This design comes from an exercise in tuning for small area, a short achievable clock period and few clock cycles per item on the open sky130 flow, not from production work. RTL that was checked went through simulation tests only; none was proved equivalent to the original.

// cubic_bspline_point_eval
module cubic_bspline_point_eval
#(
    parameter int SAMPLES_PER_SEGMENT = 100,
    parameter int COORD_BITS          = 16
) (
    input  wire                          i_clk,
    input  wire                          i_rst_n,
    input  wire                          i_valid,
    output logic                         o_stall,
    input  wire                          i_opcode,
    input  wire signed [COORD_BITS-1:0]  i_point_x,
    input  wire signed [COORD_BITS-1:0]  i_point_y,
    input  wire signed [COORD_BITS-1:0]  i_point_z,
    input  wire        [cbspl_pkg::SI_BITS-1:0] i_sample_index,
    output logic                         o_valid,
    input  wire                          i_stall,
    output logic signed [COORD_BITS-1:0] o_curve_x,
    output logic signed [COORD_BITS-1:0] o_curve_y,
    output logic signed [COORD_BITS-1:0] o_curve_z,
    output logic                         o_not_ready
);
export LEC_CHECK = 0
export ABC_AREA = 1
export CAP_MARGIN = 20
export CORE_MARGIN = 2
export CORE_UTILIZATION = 65
export SETUP_SLACK_MARGIN = 4.5
export SLEW_MARGIN = 20
create_clock -name core_clock -period 9.5 [get_ports {i_clk}]
standard.sh (not shown) runs the stock make flow with config.mk's settings and CLKGATE_MAP_FILE= SYNTH_SCRIPT=/design/flow/synth_recipe.tcl, a recipe that flattens the netlist after the stock synthesis.
==> flow/flow/run.sh <==
#!/bin/bash
# Layout flow: the standard layout (standard.sh, all ORFS steps from
# synthesis to the final layout), with one change to synthesis: Yosys's
# synth command skips its ABC pass in the fine stage ("synth -run fine:"
# gets -noabc), so that extract_fa finds the design's adder trees as written
# instead of after ABC's re-mapping, which leaves an inverter between many of
# the full adders.  The final ABC mapping with the cell library is unchanged.
# Every tool's output goes to a log file in this folder (and ORFS's own logs
# under orfs/logs).
set -euo pipefail
work=$(pwd)
{
    printf '%s\n' 'proc synth {args} { if {[lsearch -exact $args fine:] >= 0} { yosys synth -nofsm -noshare -noabc {*}$args } else { yosys synth -nofsm -noshare {*}$args } }'
    tail -n +2 synth_recipe.tcl
} > flow_synth.tcl
sed "s#SYNTH_SCRIPT=[^ ]*#SYNTH_SCRIPT=${work}/flow_synth.tcl#" standard.sh > flow_standard.sh
grep -q "SYNTH_SCRIPT=${work}/flow_synth.tcl" flow_standard.sh
bash flow_standard.sh > flow_standard.log 2>&1
test -s out/final.def
Testbench counts at the start, summed over its fixed seeds: cycles 4,526, evals 3,455.
Then changed:
CORE_UTILIZATION = 75   (was 65)
Outcome: The changed run died in global routing on GRT-0232; area after synthesis is unchanged; synthesized cell count does not change.
Then changed:
CORE_UTILIZATION = 55   (was 75)
Result: Now the flow ran to the end with no violations; area after synthesis does not change; synthesized cell count does not change.


cubic_bspline_point_eval, a different RTL version from the one above (not shown whole).
Size: about 1,200 flip-flops, ~110 I/O pins.
==> flow/config.mk <==
export PLATFORM = sky130hd
export DESIGN_NAME = cubic_bspline_point_eval
export DESIGN_NICKNAME = cubic_bspline_point_eval
export VERILOG_FILES = /design/flow/design.v
export SDC_FILE = /design/flow/constraint.sdc
export NUM_CORES = 4
export LEC_CHECK = 0
export ABC_AREA = 1
export CAP_MARGIN = 20
export CORE_MARGIN = 2
export CORE_UTILIZATION = 55
export SETUP_SLACK_MARGIN = 5
export SLEW_MARGIN = 20
==> flow/constraint.sdc <==
create_clock -name core_clock -period 9.5 [get_ports {i_clk}]
set_input_delay 1.9000 -clock core_clock [delete_from_list [all_inputs] [get_ports {i_clk}]]
set_output_delay 1.9000 -clock core_clock [all_outputs]
set_load 0.01 [all_outputs]
run.sh (not shown) runs the stock make flow with config.mk's settings and CLKGATE_MAP_FILE= SYNTH_SCRIPT=/design/flow/synth_recipe.tcl, a recipe that flattens the netlist after the stock synthesis.
Stock flow here: none of the scripts above is used.
The baseline finished with timing, DRC and antenna clean.
Testbench counts at the start, summed over its fixed seeds: cycles 4,526, evals 3,455.
Then changed:
- SETUP_SLACK_MARGIN: 5 -> 4.5
What happened: Routed wire length falls by 11%; final cell count drops by 3.9%; global-route usage went down by 2.6 points; clock skew is about the same; die area does not change; synthesized cell count is unchanged; flip-flop and latch count stays the same; hold slack barely changes; setup slack improves by 0.043 ns.


Setup of try-ember:
Another version of the RTL of cubic_bspline_point_eval (not shown whole).
Size: about 1200 flip-flops, roughly 110 I/O pins.
// cubic_bspline_point_eval
module cubic_bspline_point_eval
#(
    parameter int SAMPLES_PER_SEGMENT = 100,
    parameter int COORD_BITS          = 16
) (
    input  wire                          i_clk,
    input  wire                          i_rst_n,
    input  wire                          i_valid,
    output logic                         o_stall,
    input  wire                          i_opcode,
    input  wire signed [COORD_BITS-1:0]  i_point_x,
    input  wire signed [COORD_BITS-1:0]  i_point_y,
    input  wire signed [COORD_BITS-1:0]  i_point_z,
    input  wire        [cbspl_pkg::SI_BITS-1:0] i_sample_index,
    output logic                         o_valid,
    input  wire                          i_stall,
    output logic signed [COORD_BITS-1:0] o_curve_x,
    output logic signed [COORD_BITS-1:0] o_curve_y,
    output logic signed [COORD_BITS-1:0] o_curve_z,
    output logic                         o_not_ready
);
make LEC_CHECK=0 CAP_MARGIN=20 CORE_MARGIN=2 CORE_UTILIZATION=55 SETUP_SLACK_MARGIN=4 SLEW_MARGIN=20 finish   # period 9.5 ns
Edits applied to the flow inputs when going from try-ember to try-nickel:
Settings: CORE_UTILIZATION changed from 55 to 40; SETUP_SLACK_MARGIN changed from 4 to 3.
[summary]
Going from try-ember to try-nickel, the insertion delay of the later-clocked pin in the worst-skew pair was found to have gone up by 0.03 ns.
NOTE: core utilization in try-nickel falls short of that of try-ember
In the tables for try-nickel and try-ember, worst hold margin reads lower with try-nickel.
Relative to try-nickel, the following input files were edited for try-umber:
Settings: a change of SETUP_SLACK_MARGIN from 3 to 4.
Results
- On final design instance area without fill, the higher figure sits with try-umber, not try-nickel.
- Higher post-layout minimum cycle time was reported by try-nickel, not try-umber.
- try-umber vs try-nickel, wire length of the first global-routing pass went up by about 5%.
- In try-umber the critical path arrival turned out 0.53 ns lower than in try-nickel.
- try-umber vs try-nickel, critical path depth went up by 3.
- Per the comparison of try-umber with try-nickel, number of vias in the routed layout moved up, detailed router's first-iteration violation count moved up.
- The lower synthesis-to-finish area growth of try-umber and try-nickel is in try-nickel.
- The total wire length reported for try-umber is greater than that of try-nickel by about 7%.
No run of this note included a check of the RTL's function; only the layout flow was run.

==> separate check: timing with driven ports <==
The results above use ideal ports. As a check the final layouts listed here were re-extracted and re-timed, cells and wires unchanged. Step 1 assumes that a clkbuf_16 drives the clock port and a buf_2 every other input. Step 2 times the ports against the registers' clock, not the clock port: input delays grow and output delays shrink by t, the midpoint of the rising clock arrivals with the driver on. Slacks: no drivers / after step 1 / after step 2; pairs: no drivers / after step 1.
run	t (ns)	slack for setup (ns)	worst setup path at the end	worst register clock-pin slew, ns
the first run of note 1	0.928	4.525 / 4.525 / 3.710	input to register	0.07 / 0.07
the third run of note 1	0.934	4.401 / 4.401 / 3.715	input to register	0.07 / 0.07
the first run of note 2	0.949	4.387 / 4.387 / 4.071	input to register	0.08 / 0.08
the second run of note 2	0.944	4.430 / 4.430 / 3.624	input to register	0.07 / 0.07
try-ember	0.958	3.820 / 3.820 / 3.820	register to register	0.07 / 0.07
try-nickel	0.966	3.264 / 3.264 / 3.264	register to register	0.07 / 0.07
try-umber	0.970	3.800 / 3.800 / 3.800	register to register	0.07 / 0.07
After both steps setup and hold are still met in every run listed. The setup slack of the first run of note 1, which loses most, moves by 0.000 ns with the drivers and by -0.815 ns with both steps.
